This is an optimization exercise on Yosys and OpenROAD, whose aim is small area, a short achievable clock period and few clock cycles per item, not a production implementation. The RTL was checked by simulation tests, not by an equivalence proof against the original design. Power figures rest on the tool's default switching activity, not on a simulated workload.

==> design/flow/design.v <==
package spq_pkg;
  localparam int TAG_W  = 16;
  localparam int PRIO_W = 8;
  localparam logic CMD_ENQ = 1'b0;
  localparam logic CMD_DEQ = 1'b1;
  typedef struct packed {
    logic              cmd;
    logic [TAG_W-1:0]  task_tag;
    logic [PRIO_W-1:0] prio;
  } in_word_t;
  typedef struct packed {
    logic [TAG_W-1:0] front_tag;
    logic             queue_empty;
    logic             overflow;
  } out_word_t;
  typedef struct packed {
    logic load_item;   
    logic exec;        
  } spq_cmd_t;
  typedef struct packed {
    logic full;
    logic empty;
  } spq_status_t;
endpackage
module spq_ctrl (
  input  logic               clk,
  input  logic               rst_n,
  input  logic               in_valid,
  output logic               in_ready,
  input  spq_pkg::in_word_t  in_data,
  output logic               out_valid,
  input  logic               out_ready,
  output logic               accept,
  output logic               exec,
  output spq_pkg::in_word_t  item
);
  spq_pkg::in_word_t item_r;
  logic              item_v_r;
  logic              out_valid_r;
  assign exec      = item_v_r && (!out_valid_r || out_ready);
  assign in_ready  = out_ready;
  assign accept    = in_valid && in_ready;
  assign out_valid = out_valid_r;
  assign item      = item_r;
  always_ff @(posedge clk) begin
    if (!rst_n) begin
      item_v_r    <= 1'b0;
      out_valid_r <= 1'b0;
    end else begin
      item_v_r <= accept || (item_v_r && !exec);
      if (exec) begin
        out_valid_r <= 1'b1;
      end else if (out_ready) begin
        out_valid_r <= 1'b0;
      end
    end
  end
  always_ff @(posedge clk) begin
    if (accept) begin
      item_r <= in_data;
    end
  end
endmodule
module spq_dp #(
  parameter int DEPTH = 16
) (
  input  logic               clk,
  input  logic               rst_n,
  input  logic               accept,     
  input  spq_pkg::in_word_t  in_data,
  input  logic               exec,       
  input  spq_pkg::in_word_t  item,
  output spq_pkg::out_word_t out_data
);
  logic [spq_pkg::TAG_W-1:0]  tags_r  [DEPTH];
  logic [spq_pkg::PRIO_W-1:0] prios_r [DEPTH];
  logic [DEPTH-1:0]           valid_r;
  logic [DEPTH-1:0]           gt_r;       
  logic                       ovf_r;
  logic [DEPTH-1:0]           above;      
  logic [DEPTH-1:0]           sel_new, sel_up;
  logic [DEPTH-1:0]           gt_in, gt_nxt;
  logic                       gt_in_item;
  logic                       is_enq, do_enq, do_deq;
  logic [spq_pkg::TAG_W-1:0]  front_r, second_tag;
  logic [DEPTH-2:0]           is_second;
  logic                       any_ahead;
  assign is_enq = (item.cmd == spq_pkg::CMD_ENQ);
  assign do_enq = exec && is_enq && !valid_r[DEPTH-1];
  assign do_deq = exec && !is_enq;
  function automatic logic prio_gt(input logic [spq_pkg::PRIO_W-1:0] a,
                                   input logic [spq_pkg::PRIO_W-1:0] b);
    logic gt;
    gt = 1'b0;
    for (int k = 0; k < spq_pkg::PRIO_W; k++) begin
      gt = (a[k] & ~b[k]) | (~(a[k] ^ b[k]) & gt);
    end
    prio_gt = gt;
  endfunction
  always_comb begin
    for (int i = 0; i < DEPTH; i++) begin
      above[i] = !valid_r[i] || gt_r[i];
    end
    for (int i = 0; i < DEPTH; i++) begin
      sel_up[i]  = do_enq && (i > 0) && above[(i > 0) ? i - 1 : 0];
      sel_new[i] = do_enq && above[i] && ((i == 0) || !above[(i > 0) ? i - 1 : 0]);
    end
  end
  for (genvar g = 0; g < DEPTH; g++) begin : g_cell
    localparam int GP = (g > 0) ? g - 1 : 0;
    logic keep;
    assign keep = !(sel_up[g] || sel_new[g]);
    always_ff @(posedge clk) begin
      tags_r[g]  <= ({spq_pkg::TAG_W{keep}}        & tags_r[g])
                  | ({spq_pkg::TAG_W{sel_up[g]}}   & tags_r[GP])
                  | ({spq_pkg::TAG_W{sel_new[g]}}  & item.task_tag);
      prios_r[g] <= ({spq_pkg::PRIO_W{keep}}       & prios_r[g])
                  | ({spq_pkg::PRIO_W{sel_up[g]}}  & prios_r[GP])
                  | ({spq_pkg::PRIO_W{sel_new[g]}} & item.prio);
    end
  end
  always_comb begin
    gt_in_item = prio_gt(item.prio, in_data.prio);
    for (int i = 0; i < DEPTH; i++) begin
      gt_in[i] = prio_gt(prios_r[i], in_data.prio);
    end
    for (int i = 0; i < DEPTH; i++) begin
      gt_nxt[i] = (!(sel_up[i] || sel_new[i]) && gt_in[i])
                | (sel_up[i] && gt_in[(i > 0) ? i - 1 : 0])
                | (sel_new[i] && gt_in_item);
    end
  end
  always_ff @(posedge clk) begin
    if (accept) begin
      gt_r <= gt_nxt;
    end
  end
  always_ff @(posedge clk) begin
    if (!rst_n) begin
      valid_r <= '0;
    end else if (do_enq) begin
      valid_r <= {valid_r[DEPTH-2:0], 1'b1};
    end else if (do_deq) begin
      valid_r <= {1'b0, valid_r[DEPTH-1:1]};
    end
  end
  always_ff @(posedge clk) begin
    if (exec) begin
      ovf_r <= is_enq && valid_r[DEPTH-1];
    end
  end
  always_comb begin
    any_ahead  = 1'b0;
    second_tag = '0;
    for (int i = 0; i < DEPTH; i++) begin
      any_ahead = any_ahead || (valid_r[i] && gt_r[i]);
    end
    for (int i = 0; i < DEPTH - 1; i++) begin
      is_second[i] = valid_r[i + 1] && ((i + 2 >= DEPTH) || !valid_r[(i + 2 < DEPTH) ? i + 2 : i]);
      second_tag   = second_tag | ({spq_pkg::TAG_W{is_second[i]}} & tags_r[i]);
    end
  end
  logic front_new, front_keep;
  assign front_new  = do_enq && !any_ahead;
  assign front_keep = !(front_new || do_deq);
  always_ff @(posedge clk) begin
    front_r <= ({spq_pkg::TAG_W{front_new}}  & item.task_tag)
             | ({spq_pkg::TAG_W{do_deq}}     & second_tag)
             | ({spq_pkg::TAG_W{front_keep}} & front_r);
  end
  assign out_data.front_tag   = front_r;
  assign out_data.queue_empty = !valid_r[0];
  assign out_data.overflow    = ovf_r;
endmodule
module sorted_priority_queue #(
  parameter int DEPTH = 16
) (
  input  logic               clk,
  input  logic               rst_n,
  input  logic               in_valid,
  output logic               in_ready,
  input  logic [24:0]        in_data,
  output logic               out_valid,
  input  logic               out_ready,
  output logic [17:0]        out_data
);
  spq_pkg::in_word_t  in_word;
  spq_pkg::in_word_t  item;
  spq_pkg::out_word_t out_word;
  logic               exec, accept;
  assign in_word  = in_data;
  assign out_data = out_word;
  spq_ctrl u_ctrl (
    .clk       (clk),
    .rst_n     (rst_n),
    .in_valid  (in_valid),
    .in_ready  (in_ready),
    .in_data   (in_word),
    .out_valid (out_valid),
    .out_ready (out_ready),
    .accept    (accept),
    .exec      (exec),
    .item      (item)
  );
  spq_dp #(
    .DEPTH (DEPTH)
  ) u_dp (
    .clk      (clk),
    .rst_n    (rst_n),
    .accept   (accept),
    .in_data  (in_word),
    .exec     (exec),
    .item     (item),
    .out_data (out_word)
  );
endmodule
==> design/flow/flow/run.sh <==
#!/bin/bash
set -euo pipefail
cat >> config.mk <<'EOS'
export BUFFER_PORTS_ARGS = -buffer_cell sky130_fd_sc_hd__buf_2
export CTS_ARGS = -sink_clustering_enable -repair_clock_nets -dont_use_dummy_load -buf_list {sky130_fd_sc_hd__clkbuf_8 sky130_fd_sc_hd__clkbuf_16} -sink_clustering_size 20 -sink_clustering_max_diameter 80
EOS
bash standard.sh > standard_flow.log 2>&1
==> design/flow/standard.sh <==
#!/bin/bash
# synth_recipe.tcl (not shown) runs the flow's synth.tcl, then flattens the netlist and writes it again
# the make line also repeats each setting of config.mk as NAME=value (left out here)
make -C /OpenROAD-flow-scripts/flow DESIGN_CONFIG=/design/flow/config.mk WORK_HOME=/design/flow/orfs CLKGATE_MAP_FILE= SYNTH_SCRIPT=/design/flow/synth_recipe.tcl "${@:-finish}"
==> design/flow/config.mk <==
export PLATFORM = sky130hd
export DESIGN_NAME = sorted_priority_queue
export DESIGN_NICKNAME = sorted_priority_queue
export VERILOG_FILES = /design/flow/design.v
export SDC_FILE = /design/flow/constraint.sdc
export NUM_CORES = 4
export LEC_CHECK = 0
export CAP_MARGIN = 20
export CORE_MARGIN = 2
export CORE_UTILIZATION = 40
export SETUP_SLACK_MARGIN = 3.45
export SLEW_MARGIN = 20
export BUFFER_PORTS_ARGS = -buffer_cell sky130_fd_sc_hd__buf_2
export CTS_ARGS = -sink_clustering_enable -repair_clock_nets -dont_use_dummy_load -buf_list {sky130_fd_sc_hd__clkbuf_8 sky130_fd_sc_hd__clkbuf_16} -sink_clustering_size 20 -sink_clustering_max_diameter 80
==> design/flow/constraint.sdc <==
create_clock -name core_clock -period 6.0 [get_ports {clk}]
set_input_delay 1.2000 -clock core_clock [delete_from_list [all_inputs] [get_ports {clk}]]
set_output_delay 1.2000 -clock core_clock [all_outputs]
set_load 0.01 [all_outputs]
==> run notes, run 1 <==
status=finished clean; Cell variety after synth=48; P&R area growth vs syn=15.4%; # DRC=0; remaining antenna violation count after routing=0; fin. max-slew vios=0; Layout Nets=2,390; gr ovfl total=0; H-Tree Depth=1; register area share after synthesis=46.8%; Crit Path Category=in -> reg; synthesized area per cell=approximately 9 µm²; Tcrit/Tclk final=between 40% and 50%; total CTS buffers=28; worst hold slack=about 450 ps; startpoint types=input port; endpoints failing setup=0; Routed Wire Length=77.8 mm; post-DP HPWL=approximately 44 mm; vias per cell=6.40; Finished Core Util=47.0%; Crit path max-delay family=compound AO/OA/AOI/OAI gates; slowest CP cell=a2111oi_4; switching power=1.78 mW; # hold bufs at CTS=0; placed cell count=around 2,800; skew final=~32 ps; Pwr Density=roughly 270 nW/µm²; crit path max fanout=7; Clock Sink Count=435; largest net degree at the start of global routing=42; wire length per cell=26.7 µm; MaxCap Viol Count=0; commonest non-fill, non-tap cells in the layout=665 x nand2_1, 369 x dfxtp_1, 361 x a22oi_1; first-pass GRT wire length=113 mm; Die ar.=~52,000 µm²; clock share of power=29.5%; final number of hold-violating endpoints=0; Power Internal=about 4.4 mW; RSZ-0062 raised after global routing=yes; main flop type after synthesis=dfxtp_1; XOR/XNOR Fraction of Synth Area=0%; Logic pwr share=between 10% and 20%; Tot GR Track Use=29.3%; required time worst endpoint=between 6000 and 7000 ps; vias=18,630; sequence of cells on the critical path=buf_8 -> clkinvlp_4 -> buf_4 -> ha_1 -> a2111oi_4 -> a21oi_4 -> a22oi_2 -> o21ai_1; commonest non-fill, non-tap cell in the layout=nand2_1; Worst-Margin Slew=820 ps; final std cells w/o fill=between 2,000 and 3,000; Post-Synth Simple-Gate Area=17.2%; Rows=81; initial antenna violation count=1; Root Buffer=clkbuf_16; sequential share of power=56.0%; I/O Buffers=48; Worst slew margin=45.3%; die width=228 µm; syn_nets=2,355; max incr delay on CP=410 ps; Synth Area in Compound Gates=24.2%; Core ar.=49,200 µm²; post-synthesis register bit count=435; post-synthesis mux area share=0%; PnR Total Power=a little over 6 mW; Net Sw Frac=between 20 and 30%; Critical Path Sink Type=flip-flop; Worst VDD drop=a little over 0.2 mV; worst hold path type=reg -> reg; Tmin final=between 2000 and 3000 ps; GP Congestion=0.865; initial drt markers=around 3,000; ys async rst share=0%; CTS tree=yes; initial core utilization=40.7%; Clk Latency, worst-skew pair=600 ps; Leak=9.73 nW; Ports=49; CP bufs+invs=3; proportion of layout cells with a drive suffix above 1=15.0%; largest family of logic cells by synthesized area=compound AO/OA/AOI/OAI gates; Mapped Area=between 20,000 and 25,000 µm²; post-synthesis adder-cell area fraction=7.00%; DRT Pass-1 Iters=9; CTS max path bufs=3; TNS Setup=0 ps; Die Span Y=228 µm; Max Clock Freq=366 MHz; vias in the first global route=roughly 17,000; Synth Warn #=4; Worst Path Arrival=3070 ps; number of synthesized flops with an enable pin=65; Post-Syn Instances=2,214; Clock transition at path regs=90 ps
==> sequential cells by signal, summed over array words and instances (netlist names), named ones only <==
name / count
u_dp.tags_r: 224
u_dp.gt_r: 15
u_dp.ovf_r: 1
u_dp.prios_r: 112
u_ctrl.item_r: 25
u_dp.front_r: 16
u_dp.valid_r: 16
u_ctrl.out_valid_r: 1
u_ctrl.item_v_r: 1
==> repair_timing <==
| item | CTS | global route |
|---|---|---|
| endpoints found under the setup margin | 381 | 164 |
| pin swaps | 23 | 35 |
| cloned | 9 | 2 |
| setup buffers | 41 | 16 |
| resized for setup | 113 | 78 |
| endpoints found under the hold margin | 0 | 0 |
==> area by class of cell <==
cell class	count	area, µm²
fill	4560	26100
multi-input combinational	1568	10400
sequential	435	9360
timing repair buffer	176	1640
tap	664	831
clock buffer	28	701
inverter	40	176
antenna	1	2.50
==> stage by stage <==
| stage | setup WS [ps] | cell area (µm²) |
|---|---|---|
| 5_1_grt | 3240 | 23100 |
| 2_1_floorplan | 2950 | 20100 |
| 6_report | 3270 | 23100 |
| 4_1_cts | 3240 | 22500 |
| 3_3_place_gp | 2000 | 20900 |
| 3_5_place_dp | 2010 | 20900 |
==> per-layer routing <==
layer / up-vias / global-route usage, % / share of wire [%]
met5: - / 0 / 0.0090
met2: 1209 / 43.4 / 42
met1: 9038 / 40.8 / 41
met3: 227 / 7.83 / 13
met4: 2 / 11.0 / 4.4
li1: 8154 / - / -
==> tightest hold or removal path, stage by stage, from the launching register on <==
cell,delay (ps)
dfxtp_1,320
nand2_1,60
nand2_1,40
==> cells by family (layout without fill, tap and decap cells) <==
kind of cell    after synthesis  after routing
buf+inv                     218            244
simple gates                821            827
other cells                   0              1
compound gates              628            629
fa+ha+maj                   112            112
flops                       435            435
==> cells in the mapped netlist (3+ instances only) <==
library cell / instances / share of area [%]
nand4b_1: 15 / 0.66
a21boi_0: 13 / 0.49
a311oi_1: 12 / 0.53
nor2_2: 4 / 0.13
inv_1: 39 / 0.73
dfxtp_1: 370 / 37
nand2b_1: 4 / 0.13
o21a_1: 16 / 0.60
nand3_1: 3 / 0.075
a22o_1: 28 / 1.2
a221oi_1: 27 / 1.2
a221o_1: 19 / 0.95
nor2_4: 4 / 0.23
buf_4: 8 / 0.30
nor2_1: 54 / 1.0
a21oi_1: 36 / 0.90
and3_1: 14 / 0.44
and4_1: 4 / 0.18
nor2b_1: 31 / 0.97
ha_1: 112 / 7.0
a2111oi_0: 15 / 0.66
a222oi_1: 39 / 2.0
nor3_1: 3 / 0.075
nand2_1: 666 / 12
clkbuf_1: 86 / 1.6
a22oi_1: 370 / 14
a31oi_1: 16 / 0.50
o21ai_0: 14 / 0.35
edfxtp_1: 65 / 9.8
buf_2: 78 / 2.0
o211ai_1: 15 / 0.56
and2_1: 11 / 0.34
buf_6: 4 / 0.23
==> power groups by stage <==
stage	Sequential [mW]	Clock, mW	Combinational (mW)
floorplan	3.44	0	0.500
finish	3.48	1.83	0.901
detailed placement	3.52	0	0.738
global placement	3.52	0	0.714
global route	3.50	1.96	0.974
CTS	3.46	1.85	0.824
==> final timing paths <==
| kind | startpoint | to | slack [ps] | cells after the start |
|---|---|---|---|---|
| hold / removal | u_dp.tags_r[12][5]$_DFF_P_ | u_dp.tags_r[13][5]$_DFF_P_ | 450 | 2 |
| setup reg to reg | u_dp.valid_r[15]$_SDFFE_PN0P_ | u_dp.gt_r[8]$_DFFE_PP_ | 3450 | 9 |
| setup / recovery | in_data[5] | u_dp.gt_r[8]$_DFFE_PP_ | 3270 | 8 |
| hold reg to reg | u_dp.tags_r[12][5]$_DFF_P_ | u_dp.tags_r[13][5]$_DFF_P_ | 450 | 2 |
Testbench counts, summed over its fixed seeds: cycles 16,016, items 16,000.
==> inputs of run 2 (changes only) <==
--- a/design/flow/config.mk
+++ b/design/flow/config.mk
@@ -6,9 +6,10 @@
 export NUM_CORES = 4
 export LEC_CHECK = 0
-export CAP_MARGIN = 20
+export CAP_MARGIN = 10
 export CORE_MARGIN = 2
 export CORE_UTILIZATION = 40
-export SETUP_SLACK_MARGIN = 3.45
-export SLEW_MARGIN = 20
+export PLACE_DENSITY = 0.75
+export SETUP_SLACK_MARGIN = 3.25
+export SLEW_MARGIN = 10
 export BUFFER_PORTS_ARGS = -buffer_cell sky130_fd_sc_hd__buf_2
 export CTS_ARGS = -sink_clustering_enable -repair_clock_nets -dont_use_dummy_load -buf_list {sky130_fd_sc_hd__clkbuf_8 sky130_fd_sc_hd__clkbuf_16} -sink_clustering_size 20 -sink_clustering_max_diameter 80
==> run notes, run 2 <==
total CTS buffers=26 (was 28); post-synthesis register bit count=435 (unchanged); Cell variety after synth=48 (unchanged); Tmin final=2820 ps (was 2730 ps); Pwr Density=273 nW/µm² (was 269 nW/µm²); synth cell count leaders=666 x nand2_1, 370 x a22oi_1, 370 x dfxtp_1 (unchanged); CP bufs+invs=2 (was 3); TNS Setup=0 ps (unchanged); placed cell count=2,812 (was 2,815); wire length per cell=24.9 µm (was 26.7 µm); Worst-Margin Slew=1200 ps (was 820 ps); endpoints failing setup=0 (unchanged); register area share after synthesis=46.8% (unchanged); P&R area growth vs syn=10.6% (was 15.4%); Critical Path Sink Type=flip-flop (unchanged); main flop type after synthesis=dfxtp_1 (unchanged); sequence of cells on the critical path=buf_2 -> nand2b_1 -> nand3_2 -> buf_8 -> nor2_2 -> nor2_4 -> a22oi_1 -> o21ai_0 (was buf_8 -> clkinvlp_4 -> buf_4 -> ha_1 -> a2111oi_4 -> a21oi_4 -> a22oi_2 -> o21ai_1); die width=228 µm (unchanged); max incr delay on CP=790 ps (was 410 ps); Die Span Y=228 µm (unchanged); final std cells w/o fill=2,886 (was 2,912); DRT Pass-1 Iters=10 (was 9); syn_nets=2,355 (unchanged); Leak=9.42 nW (was 9.73 nW); flop2flop setup slack=3270 ps (was 3450 ps); Rows=81 (unchanged); # DRC=0 (unchanged); initial core utilization=40.7% (unchanged); first-pass GRT wire length=109 mm (was 113 mm); fin. max-slew vios=0 (unchanged); Post-Syn Instances=2,214 (unchanged); PnR Total Power=6.04 mW (was 6.21 mW); vias per cell=6.49 (was 6.40); remaining antenna violation count after routing=0 (unchanged); initial antenna violation count=0 (was 1); Synth area leader=dfxtp_1 (unchanged); vias=18,732 (was 18,630); slowest CP cell=nor2_4 (was a2111oi_4); final number of hold-violating endpoints=0 (unchanged); cell with the most instances after synthesis=nand2_1 (unchanged); proportion of layout cells with a drive suffix above 1=11.2% (was 15.0%); worst hold path type=reg -> reg (unchanged); ys async rst share=0% (unchanged); startpoint types=input port (unchanged); Mapped Area=20,000 µm² (unchanged); Finished Core Util=45.0% (was 47.0%); DP Worst Slack=1890 ps (was 2010 ps); gr ovfl total=0 (unchanged); I/O Buffers=48 (unchanged); Regs by FF count=u_dp.tags_r x224, u_dp.prios_r x112, u_ctrl.item_r x25 (unchanged); Layout Nets=2,363 (was 2,390); Max Clock Freq=355 MHz (was 366 MHz); vias in the first global route=18,238 (was 17,215); commonest non-fill, non-tap cell in the layout=nand2_1 (unchanged); # hold bufs at CTS=0 (unchanged); CTS tree=yes (unchanged); Clk Latency, worst-skew pair=610 ps (was 600 ps); Yosys top cell area share=37.0% (unchanged); MaxCap Viol Count=0 (unchanged); Root Buffer=clkbuf_16 (unchanged); cell area after layout=22,100 µm² (was 23,100 µm²); Worst Path Arrival=3210 ps (was 3070 ps); Clock Sink Count=435 (unchanged); status=finished clean (unchanged); Synth Warn #=4 (unchanged); CTS max path bufs=3 (unchanged); GP Congestion=0.886 (was 0.865); Crit path max-delay family=simple AND/OR/NAND/NOR gates (was compound AO/OA/AOI/OAI gates); Routed Wire Length=72.0 mm (was 77.8 mm); required time worst endpoint=6390 ps (was 6340 ps); largest net degree at the start of global routing=52 (was 42); Worst slew margin=20.0% (was 45.3%); Tot GR Track Use=27.3% (was 29.3%); RSZ-0062 raised after global routing=yes (unchanged); skew final=76.7 ps (was 31.8 ps); synthesized area per cell=9.04 µm² (unchanged); Die ar.=51,800 µm² (unchanged); Top reg by flops=u_dp.tags_r (unchanged); Clock transition at path regs=80 ps (was 90 ps); max reg flops=224 (unchanged); setup slack after layout=3180 ps (was 3270 ps); Core ar.=49,200 µm² (unchanged); post-DP HPWL=42.7 mm (was 43.8 mm); Synth area leaders=dfxtp_1 37%, a22oi_1 14%, nand2_1 12% (unchanged); crit path max fanout=31 (was 7); Ports=49 (unchanged); H-Tree Depth=1 (unchanged); placed cell area=20,800 µm² (was 20,900 µm²); worst hold slack=427 ps (was 446 ps); Crit Path Category=in -> reg (unchanged); initial drt markers=3,169 (was 2,988); Worst VDD drop=0.250 mV (was 0.204 mV); number of synthesized flops with an enable pin=65 (unchanged); commonest non-fill, non-tap cells in the layout=666 x nand2_1, 370 x dfxtp_1, 368 x a22oi_1 (was 665 x nand2_1, 369 x dfxtp_1, 361 x a22oi_1); Tcrit/Tclk final=47.0% (was 45.5%)
run 2: final timing paths:
check | startpoint | endpoint | cells past startpoint
setup reg to reg | u_dp.valid_r[15]$_SDFFE_PN0P_ | u_dp.gt_r[5]$_DFFE_PP_ | 8
hold / removal | u_dp.tags_r[6][4]$_DFF_P_ | u_dp.tags_r[7][4]$_DFF_P_ | 2
hold reg to reg | u_dp.tags_r[6][4]$_DFF_P_ | u_dp.tags_r[7][4]$_DFF_P_ | 2
setup / recovery | out_ready | u_dp.gt_r[5]$_DFFE_PP_ | 8
run 2: final cells by class:
class	instances	area, µm²
clock buffers	26	651
diodes	2	5.00
inverters	40	176
fillers	4663	27000
well taps	664	831
repair buffers	157	1210
flip-flops and latches	435	9360
multi-input cells	1562	9900
run 2: what timing repair did:
action                                  CTS  global route
resized for setup                        20            33
buffers inserted                         23            21
endpoints found under the setup margin  242           113
pin swaps                                 3            16
hold endpoints to repair                  0             0
gates cloned                              1             1
run 2: power breakdown:
| part | switching, mW | total, mW | internal [mW] |
|---|---|---|---|
| Sequential | 0.289 | 3.50 | 3.21 |
| Clock | 0.975 | 1.74 | 0.768 |
| Combinational | 0.460 | 0.792 | 0.332 |
run 2: cell families (layout without fill, tap and decap cells):
| kind of cell | Yosys count | in the layout | synth area share [%] |
|---|---|---|---|
| buffers and inverters | 218 | 223 | 4.88 |
| and+or+nand+nor | 821 | 822 | 17.2 |
| AOI/OAI and AO/OA | 628 | 628 | 24.2 |
| DFF | 435 | 435 | 46.8 |
| other | 0 | 2 | 0 |
| adders and majority gates | 112 | 112 | 7.00 |
run 2: worst min-delay path: cells and delay by family (launching register included):
kind          cells  cell delay (ps)
simple gates      2              100
flops             1              330
run 2: metal layers:
metal  global-route usage (%)  share of wire (%)
met4                     13.7                5.4
met3                     7.53                 13
met2                     41.8                 43
met1                     35.4                 39
met5                        0                  0
==> inputs of run 3 (changes only) <==
==> design/flow/flow/run.sh (replaced) <==
#!/bin/bash
set -euo pipefail
cat >> config.mk <<'EOS'
export BUFFER_PORTS_ARGS = -buffer_cell sky130_fd_sc_hd__buf_2
export CTS_ARGS = -sink_clustering_enable -repair_clock_nets -dont_use_dummy_load -buf_list {sky130_fd_sc_hd__clkbuf_8 sky130_fd_sc_hd__clkbuf_16} -sink_clustering_size 24 -sink_clustering_max_diameter 90
EOS
bash standard.sh > standard_flow.log 2>&1
==> design/flow/config.mk (replaced) <==
export PLATFORM = sky130hd
export DESIGN_NAME = sorted_priority_queue
export DESIGN_NICKNAME = sorted_priority_queue
export VERILOG_FILES = /design/flow/design.v
export SDC_FILE = /design/flow/constraint.sdc
export NUM_CORES = 4
export LEC_CHECK = 0
export CAP_MARGIN = 20
export CORE_MARGIN = 2
export CORE_UTILIZATION = 40
export SETUP_SLACK_MARGIN = 3.25
export SLEW_MARGIN = 20
export BUFFER_PORTS_ARGS = -buffer_cell sky130_fd_sc_hd__buf_2
export CTS_ARGS = -sink_clustering_enable -repair_clock_nets -dont_use_dummy_load -buf_list {sky130_fd_sc_hd__clkbuf_8 sky130_fd_sc_hd__clkbuf_16} -sink_clustering_size 24 -sink_clustering_max_diameter 90
==> run notes, run 3 <==
DRT Pass-1 Iters=9 (was 10); gr ovfl total=0 (unchanged); placed cell count=2,810 (was 2,812); largest family of logic cells by synthesized area=compound AO/OA/AOI/OAI gates (unchanged); post-synthesis register bit count=435 (unchanged); Synth Area in Compound Gates=24.2% (unchanged); worst hold path type=reg -> reg (unchanged); Tmin final=2790 ps (was 2820 ps); Pwr Density=268 nW/µm² (was 273 nW/µm²); WHS Endpoint=u_dp.tags_r[4][15]$_DFF_P_ (was u_dp.tags_r[7][4]$_DFF_P_); Regs by FF count=u_dp.tags_r x224, u_dp.prios_r x112, u_ctrl.item_r x25 (unchanged); Finished Core Util=45.2% (was 45.0%); cell with the most instances after synthesis=nand2_1 (unchanged); max reg flops=224 (unchanged); # DRC=0 (unchanged); Core ar.=49,200 µm² (unchanged); reg2reg end=u_dp.gt_r[1]$_DFFE_PP_ (was u_dp.gt_r[5]$_DFFE_PP_); initial drt markers=2,673 (was 3,169); Clock Sink Count=435 (unchanged); Leak=9.46 nW (was 9.42 nW); required time worst endpoint=6280 ps (was 6390 ps); Crit Path Category=in -> reg (unchanged); commonest non-fill, non-tap cell in the layout=nand2_1 (unchanged); vias per cell=6.30 (was 6.49); CTS max path bufs=3 (unchanged); die width=228 µm (unchanged); Top reg by flops=u_dp.tags_r (unchanged); H-Tree Depth=1 (unchanged); largest net degree at the start of global routing=42 (was 52); vias=18,205 (was 18,732); total CTS buffers=23 (was 26); R2R Path Start=u_ctrl.item_r[3]$_DFFE_PP_ (was u_dp.valid_r[15]$_SDFFE_PN0P_); Worst-Margin Slew=924 ps (was 1200 ps); endpoints failing setup=0 (unchanged); Fillers=4,737 (was 4,663); Routed Wire Length=73.0 mm (was 72.0 mm); syn_nets=2,355 (unchanged); P&R area growth vs syn=11.0% (was 10.6%); Synth area leaders=dfxtp_1 37%, a22oi_1 14%, nand2_1 12% (unchanged); Tcrit/Tclk final=46.5% (was 47.0%); Post-Syn Instances=2,214 (unchanged); Layout Nets=2,367 (was 2,363); initial antenna violation count=0 (unchanged); status=finished clean (unchanged); final number of hold-violating endpoints=0 (unchanged); synthesized area per cell=9.04 µm² (unchanged); Clock transition at path regs=100 ps (was 80 ps); post-synthesis adder-cell area fraction=7.00% (unchanged); number of synthesized flops with an enable pin=65 (unchanged); Die ar.=51,800 µm² (unchanged); RSZ-0062 raised after global routing=yes (unchanged); cell area after layout=22,200 µm² (was 22,100 µm²); Synth Warn #=4 (unchanged); MaxCap Viol Count=0 (unchanged); FF-to-FF path depth=7 (was 8); flop2flop setup slack=3250 ps (was 3270 ps); min-delay src=u_dp.tags_r[3][15]$_DFF_P_ (was u_dp.tags_r[6][4]$_DFF_P_); Worst VDD drop=0.215 mV (was 0.250 mV); Cell variety after synth=48 (unchanged); post-synthesis mux area share=0% (unchanged); main flop type after synthesis=dfxtp_1 (unchanged); fin. max-slew vios=0 (unchanged); crit path max fanout=3 (was 31); initial core utilization=40.7% (unchanged); Yosys top cell area share=37.0% (unchanged); Rows=81 (unchanged); first-pass GRT wire length=108 mm (was 109 mm); Post-Synth Simple-Gate Area=17.2% (unchanged); Ports=49 (unchanged); Critical Path Sink Type=flip-flop (unchanged); startpoint types=input port (unchanged); placed cell area=20,800 µm² (about the same); CTS tree=yes (unchanged); commonest non-fill, non-tap cells in the layout=665 x nand2_1, 370 x dfxtp_1, 369 x a22oi_1 (was 666 x nand2_1, 370 x dfxtp_1, 368 x a22oi_1); XOR/XNOR Fraction of Synth Area=0% (unchanged); skew final=79.4 ps (was 76.7 ps); GP Congestion=0.880 (was 0.886); register area share after synthesis=46.8% (unchanged); Worst Path Arrival=3070 ps (was 3210 ps); vias in the first global route=17,282 (was 18,238); Die Span Y=228 µm (unchanged); post-DP HPWL=44.0 mm (was 42.7 mm); Root Buffer=clkbuf_16 (unchanged); Max Clock Freq=359 MHz (was 355 MHz); wire length per cell=25.3 µm (was 24.9 µm); Worst Hold Depth=2 (unchanged); TNS Setup=0 ps (unchanged); synth cell count leaders=666 x nand2_1, 370 x a22oi_1, 370 x dfxtp_1 (unchanged); I/O Buffers=48 (unchanged); Tot GR Track Use=27.5% (was 27.3%); remaining antenna violation count after routing=0 (unchanged); n_diodes=0 (was 2); final std cells w/o fill=2,888 (was 2,886); proportion of layout cells with a drive suffix above 1=11.5% (was 11.2%); Worst slew margin=38.4% (was 20.0%); Synth area leader=dfxtp_1 (unchanged); Mapped Area=20,000 µm² (unchanged); Clk Latency, worst-skew pair=590 ps (was 610 ps); ys async rst share=0% (unchanged)
run 3: final cells by class:
type / instances / area (µm²) / area share, %
timing repair buffer: 161 / 1280 / 5.78
clock buffer: 23 / 576 / 2.59
tap: 664 / 831 / 3.74
inverter: 40 / 176 / 0.794
multi-input combinational: 1565 / 10000 / 45.0
sequential: 435 / 9360 / 42.1
run 3: worst max-delay path, cell delays in order:
cell,delay [ps]
buf_2,120
clkinvlp_4,120
ha_1,330
a2111oi_1,560
a21oi_2,260
a221o_1,490
run 3: cell families after synthesis:
logic type	count (synthesis)
fa+ha+maj	112
simple gates	821
flops	435
compound gates	628
buf+inv	218
run 3: timing repair:
action | CTS | global route
hold buffers | 0 | 0
buffers inserted | 29 | 19
pin swaps | 3 | 12
gates cloned | 4 | 3
gates resized for setup | 34 | 48
endpoints found under the setup margin | 391 | 198
run 3: stage by stage:
step	total power, mW	hold slack, ps	setup WS (ps)
4_1_cts	5.90	410	3100
2_1_floorplan	3.94	430	2950
3_3_place_gp	4.24	441	1810
3_5_place_dp	4.26	447	1720
6_report	5.94	416	3210
5_1_grt	6.16	425	3210
run 3: how the worst max path moves through the flow:
stage          cells after the start  startpoint                         end
6_report                           6  in_data[5]      u_dp.gt_r[1]$_DFFE_PP_
5_1_grt                            6  in_data[5]      u_dp.gt_r[1]$_DFFE_PP_
4_1_cts                           10   out_ready      u_dp.gt_r[3]$_DFFE_PP_
3_5_place_dp                       8   out_ready  u_dp.tags_r[4][11]$_DFF_P_
3_3_place_gp                       8   out_ready   u_dp.tags_r[6][7]$_DFF_P_
2_1_floorplan                      8  in_data[1]      u_dp.gt_r[0]$_DFFE_PP_
run 3: power breakdown:
group | internal [mW] | total [mW] | switching [mW]
Clock | 0.685 | 1.65 | 0.961
Combinational | 0.340 | 0.798 | 0.458
Sequential | 3.21 | 3.50 | 0.287
run 3: metal layers:
metal,GRT usage (%),routed length [µm],part of all wire (%),vias to the layer above
li1,-,-,-,8085
met1,37.7,30200,41,8879
met2,44.0,32500,45,1032
met3,4.23,7510,10,209
met4,10.2,2820,3.9,0
met5,0,0,0,-
==> inputs of run 4 (changes only) <==
--- a/design/flow/design.v
+++ b/design/flow/design.v
@@ -36,22 +36,23 @@
 );
   spq_pkg::in_word_t item_r;
-  logic              item_v_r;
-  logic              out_valid_r;
+  logic              item_v_r, item_v_nxt;
+  logic              out_valid_r, out_valid_nxt;
+  logic              free_r;       
   assign exec      = item_v_r && (!out_valid_r || out_ready);
-  assign in_ready  = out_ready;
+  assign in_ready  = free_r || out_ready;
   assign accept    = in_valid && in_ready;
   assign out_valid = out_valid_r;
   assign item      = item_r;
+  assign item_v_nxt    = accept || (item_v_r && !exec);
+  assign out_valid_nxt = exec || (out_valid_r && !out_ready);
   always_ff @(posedge clk) begin
     if (!rst_n) begin
       item_v_r    <= 1'b0;
       out_valid_r <= 1'b0;
+      free_r      <= 1'b1;
     end else begin
-      item_v_r <= accept || (item_v_r && !exec);
-      if (exec) begin
-        out_valid_r <= 1'b1;
-      end else if (out_ready) begin
-        out_valid_r <= 1'b0;
-      end
+      item_v_r    <= item_v_nxt;
+      out_valid_r <= out_valid_nxt;
+      free_r      <= !(item_v_nxt && out_valid_nxt);
     end
   end
--- a/design/flow/config.mk
+++ b/design/flow/config.mk
@@ -9,5 +9,5 @@
 export CORE_MARGIN = 2
 export CORE_UTILIZATION = 40
-export SETUP_SLACK_MARGIN = 3.25
+export SETUP_SLACK_MARGIN = 3.2
 export SLEW_MARGIN = 20
 export BUFFER_PORTS_ARGS = -buffer_cell sky130_fd_sc_hd__buf_2
==> run notes, run 4 <==
XOR/XNOR Fraction of Synth Area=0% (unchanged); die width=228 µm (about the same); Cell variety after synth=46 (was 48); CTS max path bufs=3 (unchanged); Leak=9.47 nW (was 9.46 nW); max incr delay on CP=220 ps (was 560 ps); Worst slew margin=31.2% (was 38.4%); Rows=81 (unchanged); GP Congestion=0.874 (was 0.880); commonest non-fill, non-tap cells in the layout=663 x nand2_1, 370 x dfxtp_1, 356 x a22oi_1 (was 665 x nand2_1, 370 x dfxtp_1, 369 x a22oi_1); n_diodes=0 (unchanged); endpoints failing setup=0 (unchanged); worst hold path type=reg -> reg (unchanged); Synth Warn #=4 (unchanged); initial drt markers=2,605 (was 2,673); main flop type after synthesis=dfxtp_1 (unchanged); switching power=1.94 mW (was 1.71 mW); number of synthesized flops with an enable pin=65 (unchanged); I/O Buffers=48 (unchanged); Synth Area in Compound Gates=24.3% (was 24.2%); Worst-Margin Slew=1030 ps (was 924 ps); Clock transition at path regs=90 ps (was 100 ps); Ports=49 (unchanged); largest net degree at the start of global routing=42 (unchanged); commonest non-fill, non-tap cell in the layout=nand2_1 (unchanged); Net Sw Frac=30.4% (was 28.7%); Post-Synth Simple-Gate Area=17.1% (was 17.2%); crit path max fanout=3 (unchanged); Max Clock Freq=353 MHz (was 359 MHz); synthesized area per cell=9.04 µm² (about the same); post-synthesis register bit count=436 (was 435); Post-Syn Instances=2,212 (was 2,214); Clock Sink Count=436 (was 435); Worst Hold Depth=2 (unchanged); initial core utilization=40.7% (about the same); crit-path most repeated cell=buf_6; H-Tree Depth=1 (unchanged); Routed Wire Length=75.3 mm (was 73.0 mm); P&R area growth vs syn=10.5% (was 11.0%); ys async rst share=0% (unchanged); Core ar.=49,200 µm² (unchanged); final number of hold-violating endpoints=0 (unchanged); Critical Path Sink Type=output pin (was flip-flop); cell with the most instances after synthesis=nand2_1 (unchanged); Crit Path Category=in -> out (was in -> reg); vias per cell=6.32 (was 6.30); Regs by FF count=u_dp.tags_r x224, u_dp.prios_r x112, u_ctrl.item_r x25 (unchanged); Pwr Density=289 nW/µm² (was 268 nW/µm²); post-synthesis adder-cell area fraction=7.01% (was 7.00%); CTS tree=yes (unchanged); RSZ-0062 raised after global routing=yes (unchanged); slowest CP cell=or2_4 (was a2111oi_1); clock share of power=26.4% (was 27.7%); startpoint types=input port (unchanged); DRT Pass-1 Iters=10 (was 9); proportion of layout cells with a drive suffix above 1=11.2% (was 11.5%); status=finished clean (unchanged); Layout Nets=2,364 (was 2,367); post-DP HPWL=44.0 mm (about the same); Die ar.=51,800 µm² (about the same); synth cell count leaders=664 x nand2_1, 371 x dfxtp_1, 358 x a22oi_1 (was 666 x nand2_1, 370 x a22oi_1, 370 x dfxtp_1); Tot GR Track Use=28.5% (was 27.5%); TNS Setup=0 ps (unchanged); syn_nets=2,353 (was 2,355); max reg flops=224 (unchanged); skew final=37.4 ps (was 79.4 ps); Worst Path Arrival=1640 ps (was 3070 ps); FF-to-FF path depth=9 (was 7); cell area after layout=22,100 µm² (was 22,200 µm²); Fillers=4,689 (was 4,737); Synth area leaders=dfxtp_1 37%, a22oi_1 13%, nand2_1 12% (was dfxtp_1 37%, a22oi_1 14%, nand2_1 12%); placed cell area=20,900 µm² (was 20,800 µm²); Tmin final=2840 ps (was 2790 ps); remaining antenna violation count after routing=0 (unchanged); initial antenna violation count=2 (was 0); gr ovfl total=0 (unchanged); first-pass GRT wire length=111 mm (was 108 mm); required time worst endpoint=4800 ps (was 6280 ps); total CTS buffers=24 (was 23); sequence of cells on the critical path=buf_6 -> or2_4 -> buf_6 (was buf_2 -> clkinvlp_4 -> ha_1 -> a2111oi_1 -> a21oi_2 -> a221o_1); # DRC=0 (unchanged); Clk Latency, worst-skew pair=580 ps (was 590 ps); Yosys top cell area share=37.1% (was 37.0%); Die Span Y=228 µm (about the same); vias in the first global route=17,450 (was 17,282); Root Buffer=clkbuf_16 (unchanged); MaxCap Viol Count=0 (unchanged); Synth area leader=dfxtp_1 (unchanged); Tcrit/Tclk final=47.3% (was 46.5%); sequential share of power=57.1% (was 58.9%); fin. max-slew vios=0 (unchanged); Top reg by flops=u_dp.tags_r (unchanged); Mapped Area=20,000 µm² (about the same); Power Internal=4.44 mW (was 4.24 mW); register area share after synthesis=46.9% (was 46.8%); Logic pwr share=16.4% (was 13.4%); Worst VDD drop=0.165 mV (was 0.215 mV); largest family of logic cells by synthesized area=compound AO/OA/AOI/OAI gates (unchanged); wire length per cell=26.1 µm (was 25.3 µm); vias=18,244 (was 18,205); post-synthesis mux area share=0% (unchanged)
-- run 4: cell count changes in the layout (fill, tap and decap cells not counted), sizes merged, moves of 2 or more --
cell	previous run	this run
a22oi	370	358
a221oi	28	33
a22o	28	33
and3	14	19
and4	4	0
buf	159	155
a222oi	39	41
clkinvlp	7	5
inv	32	34
nand2	666	664
nand4	2	0
-- run 4: timing repair --
action,CTS,global route
hold buffers,0,0
cloned,4,2
pin swaps,7,7
buffers inserted,24,21
gates resized for setup,23,22
endpoints found under the setup margin,384,137
-- run 4: worst paths after layout --
check	start	to	slack [ps]
max	out_ready	in_ready	3160
max reg2reg	u_dp.valid_r[15]$_SDFFE_PN0P_	u_dp.gt_r[10]$_DFFE_PP_	3330
min reg2reg	u_dp.prios_r[7][0]$_DFF_P_	u_dp.prios_r[8][0]$_DFF_P_	430
min	u_dp.prios_r[7][0]$_DFF_P_	u_dp.prios_r[8][0]$_DFF_P_	430
-- run 4: per-layer routing --
layer	vias to the layer above	share of wire [%]	GRT usage [%]
met2	1104	43	43.4
met1	8818	42	38.5
met3	245	11	6.99
li1	8075	-	-
met4	2	4.4	11.7
met5	-	0.017	0.285
-- run 4: power by group through the flow --
| stage | Sequential [mW] | Combinational (mW) | Clock (mW) |
|---|---|---|---|
| after floorplan | 3.57 | 0.657 | 0 |
| after global placement | 3.69 | 0.918 | 0 |
| after detailed placement | 3.70 | 0.953 | 0 |
| after CTS | 3.64 | 0.987 | 1.71 |
| after global routing | 3.68 | 1.15 | 1.81 |
| final | 3.65 | 1.05 | 1.69 |
-- run 4: cell families (layout without fill, tap and decap cells) --
kind of cell               count (synthesis)  count (layout)
adders and majority gates                112             112
AOI/OAI and AO/OA                        630             631
DFF                                      436             436
and+or+nand+nor                          817             822
buffers and inverters                    217             220
-- run 4: layout make-up --
type	instances	area (µm²)	area share, %
clock buffer	24	601	2.72
timing repair buffer	156	1190	5.41
tap	664	831	3.76
sequential	436	9380	42.4
multi-input combinational	1565	9930	44.9
inverter	40	169	0.764
-- run 4: metrics by stage --
stage / cells / power, mW / setup slack (ps) / hold slack, ps / utilization (%)
2_1_floorplan: 2212 / 4.23 / 2950 / 430 / -
3_3_place_gp: 2810 / 4.61 / 1920 / 439 / 42.4
6_report: 2885 / 6.38 / 3160 / 431 / 45.0
4_1_cts: 2862 / 6.33 / 3140 / 431 / 44.4
3_5_place_dp: 2810 / 4.65 / 2040 / 442 / 42.4
5_1_grt: 2885 / 6.63 / 3150 / 450 / 45.0
-- run 4: critical path, delay by kind of cell --
kind | cells | cell delay, ps
AND/OR/NAND/NOR | 1 | 220
buffers and inverters | 2 | 210
Testbench counts of run 4, summed over its fixed seeds: cycles 16,016, items 16,000.
==> inputs of run 5 (changes only) <==
==> design/flow/run.sh (new file) <==
#!/bin/bash
# synth_recipe.tcl (not shown) runs the flow's synth.tcl, then flattens the netlist and writes it again
# the make line also repeats each setting of config.mk as NAME=value (left out here)
make -C /OpenROAD-flow-scripts/flow DESIGN_CONFIG=/design/flow/config.mk WORK_HOME=/design/flow/orfs CLKGATE_MAP_FILE= SYNTH_SCRIPT=/design/flow/synth_recipe.tcl finish
==> design/flow/config.mk (replaced) <==
export PLATFORM = sky130hd
export DESIGN_NAME = sorted_priority_queue
export DESIGN_NICKNAME = sorted_priority_queue
export VERILOG_FILES = /design/flow/design.v
export SDC_FILE = /design/flow/constraint.sdc
export NUM_CORES = 4
export LEC_CHECK = 0
export CAP_MARGIN = 20
export CORE_MARGIN = 2
export CORE_UTILIZATION = 40
export CTS_BUF_LIST = sky130_fd_sc_hd__clkbuf_4 sky130_fd_sc_hd__clkbuf_8
export SETUP_SLACK_MARGIN = 3.25
export SLEW_MARGIN = 20
removed: design/flow/flow/run.sh
removed: design/flow/standard.sh
==> run notes, run 5 <==
initial drt markers=2,838 (was 2,605); vias per cell=6.23 (was 6.32); Crit Path Category=in -> out (unchanged); n_diodes=0 (unchanged); Rows=81 (unchanged); vias=18,709 (was 18,244); max reg flops=224 (unchanged); Critical Path Sink Type=output pin (unchanged); number of synthesized flops with an enable pin=65 (unchanged); Max Clock Freq=353 MHz (about the same); initial antenna violation count=1 (was 2); Cell variety after synth=46 (unchanged); remaining antenna violation count after routing=0 (unchanged); Worst Path Arrival=1630 ps (was 1640 ps); max incr delay on CP=220 ps (about the same); worst hold path type=reg -> reg (unchanged); DRT Pass-1 Iters=9 (was 10); P&R area growth vs syn=18.0% (was 10.5%); H-Tree Depth=3 (was 1); status=finished clean (unchanged); Synth Warn #=4 (unchanged); Worst VDD drop=0.178 mV (was 0.165 mV); Tmin final=2830 ps (was 2840 ps); post-DP HPWL=43.8 mm (was 44.0 mm); I/O Buffers=48 (unchanged); crit path max fanout=2 (was 3); commonest non-fill, non-tap cells in the layout=663 x nand2_1, 370 x dfxtp_1, 356 x a22oi_1 (unchanged); post-synthesis register bit count=436 (unchanged); ys async rst share=0% (unchanged); CTS tree=yes (unchanged); vias in the first global route=18,050 (was 17,450); total CTS buffers=77 (was 24); # hold bufs at CTS=0 (unchanged); Top reg by flops=u_dp.tags_r (unchanged); endpoints failing setup=0 (unchanged); Post-Syn Instances=2,212 (unchanged); cell area after layout=23,600 µm² (was 22,100 µm²); Clock transition at path regs=60 ps (was 90 ps); Clock Sink Count=436 (unchanged); Mapped Area=20,000 µm² (unchanged); Core ar.=49,200 µm² (unchanged); synthesized area per cell=9.04 µm² (unchanged); die width=228 µm (unchanged); sequence of cells on the critical path=buf_6 -> or2_4 -> buf_6 (unchanged); TNS Setup=0 ps (unchanged); placed cell area=21,100 µm² (was 20,900 µm²); Yosys top cell area share=37.1% (unchanged); gr ovfl total=0 (unchanged); proportion of layout cells with a drive suffix above 1=14.7% (was 11.2%); GP Congestion=0.866 (was 0.874); fin. max-slew vios=0 (unchanged); startpoint types=input port (unchanged); Layout Nets=2,417 (was 2,364); Leak=10.2 nW (was 9.47 nW); wire length per cell=25.3 µm (was 26.1 µm); Worst-Margin Slew=1090 ps (was 1030 ps); Worst slew margin=27.5% (was 31.2%); final number of hold-violating endpoints=0 (unchanged); commonest non-fill, non-tap cell in the layout=nand2_1 (unchanged); first-pass GRT wire length=113 mm (was 111 mm); Pwr Density=330 nW/µm² (was 289 nW/µm²); syn_nets=2,353 (unchanged); register area share after synthesis=46.9% (unchanged); Ports=49 (unchanged); required time worst endpoint=4800 ps (about the same); skew final=41.2 ps (was 37.4 ps); Fillers=4,671 (was 4,689); main flop type after synthesis=dfxtp_1 (unchanged); Tcrit/Tclk final=47.2% (was 47.3%); Root Buffer=clkbuf_8 (was clkbuf_16); Tot GR Track Use=29.2% (was 28.5%); # DRC=0 (unchanged); CTS max path bufs=3 (unchanged); Synth area leaders=dfxtp_1 37%, a22oi_1 13%, nand2_1 12% (unchanged); crit-path most repeated cell=buf_6 (unchanged); Clk Latency, worst-skew pair=680 ps (was 580 ps); Finished Core Util=48.0% (was 45.0%); MaxCap Viol Count=0 (unchanged); RSZ-0062 raised after global routing=yes (unchanged); initial core utilization=40.7% (unchanged); Synth area leader=dfxtp_1 (unchanged); Regs by FF count=u_dp.tags_r x224, u_dp.prios_r x112, u_ctrl.item_r x25 (unchanged); Die ar.=51,800 µm² (unchanged); cell with the most instances after synthesis=nand2_1 (unchanged); slowest CP cell=or2_4 (unchanged); Die Span Y=228 µm (unchanged); synth cell count leaders=664 x nand2_1, 371 x dfxtp_1, 358 x a22oi_1 (unchanged); largest net degree at the start of global routing=52 (was 42); Routed Wire Length=76.0 mm (was 75.3 mm)
-- run 5: changes by cell type in the layout (fill, tap and decap cells not counted), sizes merged, moves of 2 or more --
cell and delta:
dlygate4sd2 +21, clkbuf +108, clkinv +8, clkdlybuf4s50 +20, clkinvlp +2, nor2 -2, buf -42, inv +2
-- run 5: power breakdown --
part / internal (mW) / leakage (nW) / switching (mW)
logic: 0.463 / 5.62 / 0.636
clock network: 1.72 / 0.916 / 1.32
registers: 3.31 / 3.65 / 0.335
total: 5.49 / 10.2 / 2.29
-- run 5: worst paths after layout --
path	depth (start not counted)	start	endpoint	slack, ps
hold / removal	2	u_dp.prios_r[8][7]$_DFF_P_	u_dp.prios_r[9][7]$_DFF_P_	450
setup reg to reg	9	u_dp.valid_r[15]$_SDFFE_PN0P_	u_dp.gt_r[3]$_DFFE_PP_	3270
hold reg to reg	2	u_dp.prios_r[8][7]$_DFF_P_	u_dp.prios_r[9][7]$_DFF_P_	450
setup / recovery	3	out_ready	in_ready	3170
-- run 5: what timing repair did --
action	4_1_cts	5_1_grt
cloned	3	0
setup endpoints to repair	411	66
buffers inserted	39	8
resized for setup	98	31
pin swaps	19	16
-- run 5: metal layers --
layer | GRT usage, % | wire (µm) | vias to the layer above
met5 | 0 | 0 | -
met4 | 14.8 | 3560 | 0
met3 | 7.53 | 8560 | 263
met2 | 43.3 | 32300 | 1156
met1 | 39.2 | 31500 | 9054
li1 | - | - | 8236
-- run 5: kinds of logic (layout without fill, tap and decap cells) --
group,count (synthesis),after routing,synth area share [%]
AND/OR/NAND/NOR,817,819,17.1
AO/OA/AOI/OAI,630,630,24.3
flip-flops,436,436,46.9
buffers and inverters,217,342,4.68
adder cells (fa/ha/maj),112,112,7.01
-- run 5: layout make-up --
class                           count  area, µm²  share of cell area (%)
Clock inverter                     12       88.8                   0.376
Timing Repair Buffer              160       1480                    6.25
Inverter                           40        173                   0.731
Clock buffer                      130       1630                    6.89
Tap cell                          664        831                    3.52
Multi-Input combinational cell   1561      10000                    42.5
Sequential cell                   436       9380                    39.7
-- run 5: stage by stage --
stage / worst slack [ps] / hold WS (ps) / cells / power (mW)
CTS: 3150 / 440 / 2995 / 7.74
global placement: 1430 / 440 / 2811 / 4.66
finish: 3170 / 446 / 3003 / 7.78
floorplan: 2950 / 430 / 2212 / 4.23
global route: 3160 / 472 / 3003 / 8.08
detailed placement: 1500 / 445 / 2811 / 4.69
-- run 5: worst max-delay path: cells and delay by family --
| family | cells | cell delay [ps] |
|---|---|---|
| simple gates | 1 | 220 |
| buf+inv | 2 | 210 |
==> inputs of run 6 (changes only) <==
==> design/flow/flow/run.sh (new file) <==
#!/bin/bash
set -euo pipefail
cat >> config.mk <<'EOS'
export BUFFER_PORTS_ARGS = -buffer_cell sky130_fd_sc_hd__buf_2
export CTS_ARGS = -sink_clustering_enable -repair_clock_nets -dont_use_dummy_load -buf_list {sky130_fd_sc_hd__clkbuf_8 sky130_fd_sc_hd__clkbuf_16} -sink_clustering_size 30 -sink_clustering_max_diameter 100
EOS
bash standard.sh > standard_flow.log 2>&1
==> design/flow/standard.sh (new file) <==
#!/bin/bash
# synth_recipe.tcl (not shown) runs the flow's synth.tcl, then flattens the netlist and writes it again
# the make line also repeats each setting of config.mk as NAME=value (left out here)
make -C /OpenROAD-flow-scripts/flow DESIGN_CONFIG=/design/flow/config.mk WORK_HOME=/design/flow/orfs CLKGATE_MAP_FILE= SYNTH_SCRIPT=/design/flow/synth_recipe.tcl "${@:-finish}"
--- a/design/flow/config.mk
+++ b/design/flow/config.mk
@@ -9,5 +9,6 @@
 export CORE_MARGIN = 2
 export CORE_UTILIZATION = 40
-export CTS_BUF_LIST = sky130_fd_sc_hd__clkbuf_4 sky130_fd_sc_hd__clkbuf_8
 export SETUP_SLACK_MARGIN = 3.25
 export SLEW_MARGIN = 20
+export BUFFER_PORTS_ARGS = -buffer_cell sky130_fd_sc_hd__buf_2
+export CTS_ARGS = -sink_clustering_enable -repair_clock_nets -dont_use_dummy_load -buf_list {sky130_fd_sc_hd__clkbuf_8 sky130_fd_sc_hd__clkbuf_16} -sink_clustering_size 30 -sink_clustering_max_diameter 100
removed: design/flow/run.sh
==> run notes, run 6 <==
status=finished clean (unchanged); CTS tree=yes (unchanged); Core ar.=49,200 µm² (unchanged); syn_nets=2,353 (unchanged); max reg flops=224 (unchanged); Worst slew margin=30.4% (was 27.5%); post-DP HPWL=44.0 mm (was 43.8 mm); initial drt markers=2,608 (was 2,838); Routed Wire Length=74.5 mm (was 76.0 mm); Root Buffer=clkbuf_16 (was clkbuf_8); P&R area growth vs syn=9.51% (was 18.0%); Die ar.=51,800 µm² (unchanged); RSZ-0062 raised after global routing=yes (unchanged); MaxCap Viol Count=0 (unchanged); required time worst endpoint=4800 ps (about the same); Mapped Area=20,000 µm² (unchanged); Fillers=4,700 (was 4,671); cell with the most instances after synthesis=nand2_1 (unchanged); Synth area leaders=dfxtp_1 37%, a22oi_1 13%, nand2_1 12% (unchanged); Worst Path Arrival=1640 ps (was 1630 ps); min-delay src=u_dp.prios_r[6][0]$_DFF_P_ (was u_dp.prios_r[8][7]$_DFF_P_); placed cell area=20,900 µm² (was 21,100 µm²); I/O Buffers=48 (unchanged); Worst VDD drop=0.163 mV (was 0.178 mV); main flop type after synthesis=dfxtp_1 (unchanged); Clock transition at path regs=110 ps (was 60 ps); gr ovfl total=0 (unchanged); Layout Nets=2,349 (was 2,417); TNS Setup=0 ps (unchanged); flop2flop setup slack=3350 ps (was 3270 ps); Rows=81 (unchanged); first-pass GRT wire length=110 mm (was 113 mm); gr busiest metal=met2 (unchanged); die width=228 µm (unchanged); ys async rst share=0% (unchanged); # DRC=0 (unchanged); startpoint types=input port (unchanged); CTS max path bufs=3 (unchanged); total CTS buffers=19 (was 77); remaining antenna violation count after routing=0 (unchanged); final number of hold-violating endpoints=0 (unchanged); Post-Syn Instances=2,212 (unchanged); GP Congestion=0.874 (was 0.866); Tcrit/Tclk final=47.3% (was 47.2%); register area share after synthesis=46.9% (unchanged); Top reg by flops=u_dp.tags_r (unchanged); Cell variety after synth=46 (unchanged); proportion of layout cells with a drive suffix above 1=10.7% (was 14.7%); fin. max-slew vios=0 (unchanged); crit path max fanout=3 (was 2); Synth Warn #=4 (unchanged); DP Worst Slack=2040 ps (was 1500 ps); Synth area leader=dfxtp_1 (unchanged); DRT Pass-1 Iters=8 (was 9); Worst-Margin Slew=1040 ps (was 1090 ps); commonest non-fill, non-tap cells in the layout=663 x nand2_1, 371 x dfxtp_1, 355 x a22oi_1 (was 663 x nand2_1, 370 x dfxtp_1, 356 x a22oi_1); Max Clock Freq=353 MHz (about the same); met2 Use GR=43.0% (was 43.3%); n_diodes=0 (unchanged); Die Span Y=228 µm (unchanged); Pwr Density=283 nW/µm² (was 330 nW/µm²); R2R Path Start=u_dp.valid_r[15]$_SDFFE_PN0P_ (unchanged); H-Tree Depth=1 (was 3); synthesized area per cell=9.04 µm² (unchanged); Clock Sink Count=436 (unchanged); largest net degree at the start of global routing=42 (was 52); vias per cell=6.32 (was 6.23); cell area after layout=21,900 µm² (was 23,600 µm²); Tot GR Track Use=28.2% (was 29.2%); post-synthesis register bit count=436 (unchanged); endpoints failing setup=0 (unchanged); Worst Hold Depth=2 (unchanged); commonest non-fill, non-tap cell in the layout=nand2_1 (unchanged); wire length per cell=26.0 µm (was 25.3 µm); reg2reg end=u_dp.tags_r[1][15]$_DFF_P_ (was u_dp.gt_r[3]$_DFFE_PP_); Tmin final=2840 ps (was 2830 ps); Yosys top cell area share=37.1% (unchanged); worst hold path type=reg -> reg (unchanged); WHS Endpoint=u_dp.prios_r[7][0]$_DFF_P_ (was u_dp.prios_r[9][7]$_DFF_P_); synth cell count leaders=664 x nand2_1, 371 x dfxtp_1, 358 x a22oi_1 (unchanged); skew final=50.2 ps (was 41.2 ps); Regs by FF count=u_dp.tags_r x224, u_dp.prios_r x112, u_ctrl.item_r x25 (unchanged); met1 global-route usage=38.7% (was 39.2%); Crit Path Category=in -> out (unchanged); setup slack after layout=3160 ps (was 3170 ps); Ports=49 (unchanged); Finished Core Util=44.6% (was 48.0%); Critical Path Sink Type=output pin (unchanged); grt met3 use=6.49% (was 7.53%); FF-to-FF path depth=10 (was 9); vias in the first global route=17,359 (was 18,050); vias=18,144 (was 18,709); Leak=9.35 nW (was 10.2 nW); initial antenna violation count=1 (unchanged); Clk Latency, worst-skew pair=570 ps (was 680 ps); initial core utilization=40.7% (unchanged); number of synthesized flops with an enable pin=65 (unchanged)
[run 6: cell counts after synthesis]
Identical to the previous run, type by type.
[run 6: logic make-up (layout without fill, tap and decap cells)]
logic type | Yosys count | in the layout | share of synthesized area [%]
compound gates | 630 | 631 | 24.3
fa+ha+maj | 112 | 112 | 7.01
flops | 436 | 436 | 46.9
simple gates | 817 | 822 | 17.1
buf+inv | 217 | 205 | 4.68
[run 6: metal layers]
layer,vias up,share of wire (%)
met4,2,4.3
met1,8721,41
met2,1132,43
li1,8053,-
met3,236,12
met5,-,0.017
[run 6: stage by stage]
step | power (mW) | instances | hold slack, ps
after floorplan | 4.23 | 2212 | 430
after global placement | 4.61 | 2810 | 439
after detailed placement | 4.65 | 2810 | 442
after CTS | 6.16 | 2858 | 431
after global routing | 6.45 | 2870 | 458
final | 6.20 | 2870 | 429
[run 6: worst max path at each step]
stage	startpoint	to	slack, ps
finish	out_ready	in_ready	3160
global route	out_ready	in_ready	3150
CTS	out_ready	in_ready	3140
detailed placement	out_ready	u_dp.gt_r[13]$_DFFE_PP_	2040
global placement	out_ready	u_dp.tags_r[12][4]$_DFF_P_	1920
floorplan	in_data[1]	u_dp.gt_r[0]$_DFFE_PP_	2950
[run 6: critical path: stages]
cell and delay (ps):
buf_6 90, or2_4 220, buf_6 120
[run 6: cell type report]
cell class	count	area, µm²	share of cell area (%)
clock buffers	19	475	2.17
inverters	40	169	0.771
multi-input cells	1565	9960	45.5
flip-flops and latches	436	9380	42.8
well taps	664	831	3.79
repair buffers	146	1100	5.00
[run 6: power by group]
group / internal, mW / switching, mW
registers: 3.30 / 0.350
clock network: 0.575 / 0.942
logic: 0.421 / 0.613
total: 4.30 / 1.91
[run 6: what timing repair did]
item                                    CTS  global route
cloned                                    4             2
endpoints found under the setup margin  384           125
resized for setup                        26            30
pin swaps                                 8            10
hold buffers                              0             0
setup buffers                            25            10

[afterwards: timing with drivers on the ports]
No port has a modelled driver above. Below, the same layouts with a new extraction and two added sets of constraints.
Step 1, drivers: a clkbuf_16 drives clk and a buf_2 each remaining input, both assumed.
Step 2 adds t to the input delays and takes it off the output delays; t is the mean of the earliest and latest rising clock arrival at the registers after step 1. Input paths then give back, and output paths get back, about the clock's delay inside the block.
Slacks: ideal ports / drivers / drivers and shift; pairs: ideal ports / drivers.
run | t (ns) | slack for setup (ns) | latest minus earliest clock arrival (ns) | worst register clock-pin slew, ns
run 1 | 0.645 | 3.269 / 3.280 / 2.635 | 0.034 / 0.033 | 0.09 / 0.09
run 2 | 0.621 | 3.183 / 3.213 / 2.592 | 0.077 / 0.077 | 0.09 / 0.09
run 3 | 0.607 | 3.211 / 3.239 / 2.632 | 0.080 / 0.079 | 0.10 / 0.10
run 4 | 0.623 | 3.164 / 3.131 / 2.636 | 0.046 / 0.047 | 0.10 / 0.10
run 5 | 0.718 | 3.165 / 3.131 / 2.544 | 0.041 / 0.041 | 0.07 / 0.07
run 6 | 0.611 | 3.164 / 3.131 / 2.650 | 0.051 / 0.051 | 0.12 / 0.12
After both steps setup and hold are still met in every run listed. The setup slack of run 1, which loses most, moves by +0.011 ns with the drivers and by -0.634 ns with both steps.
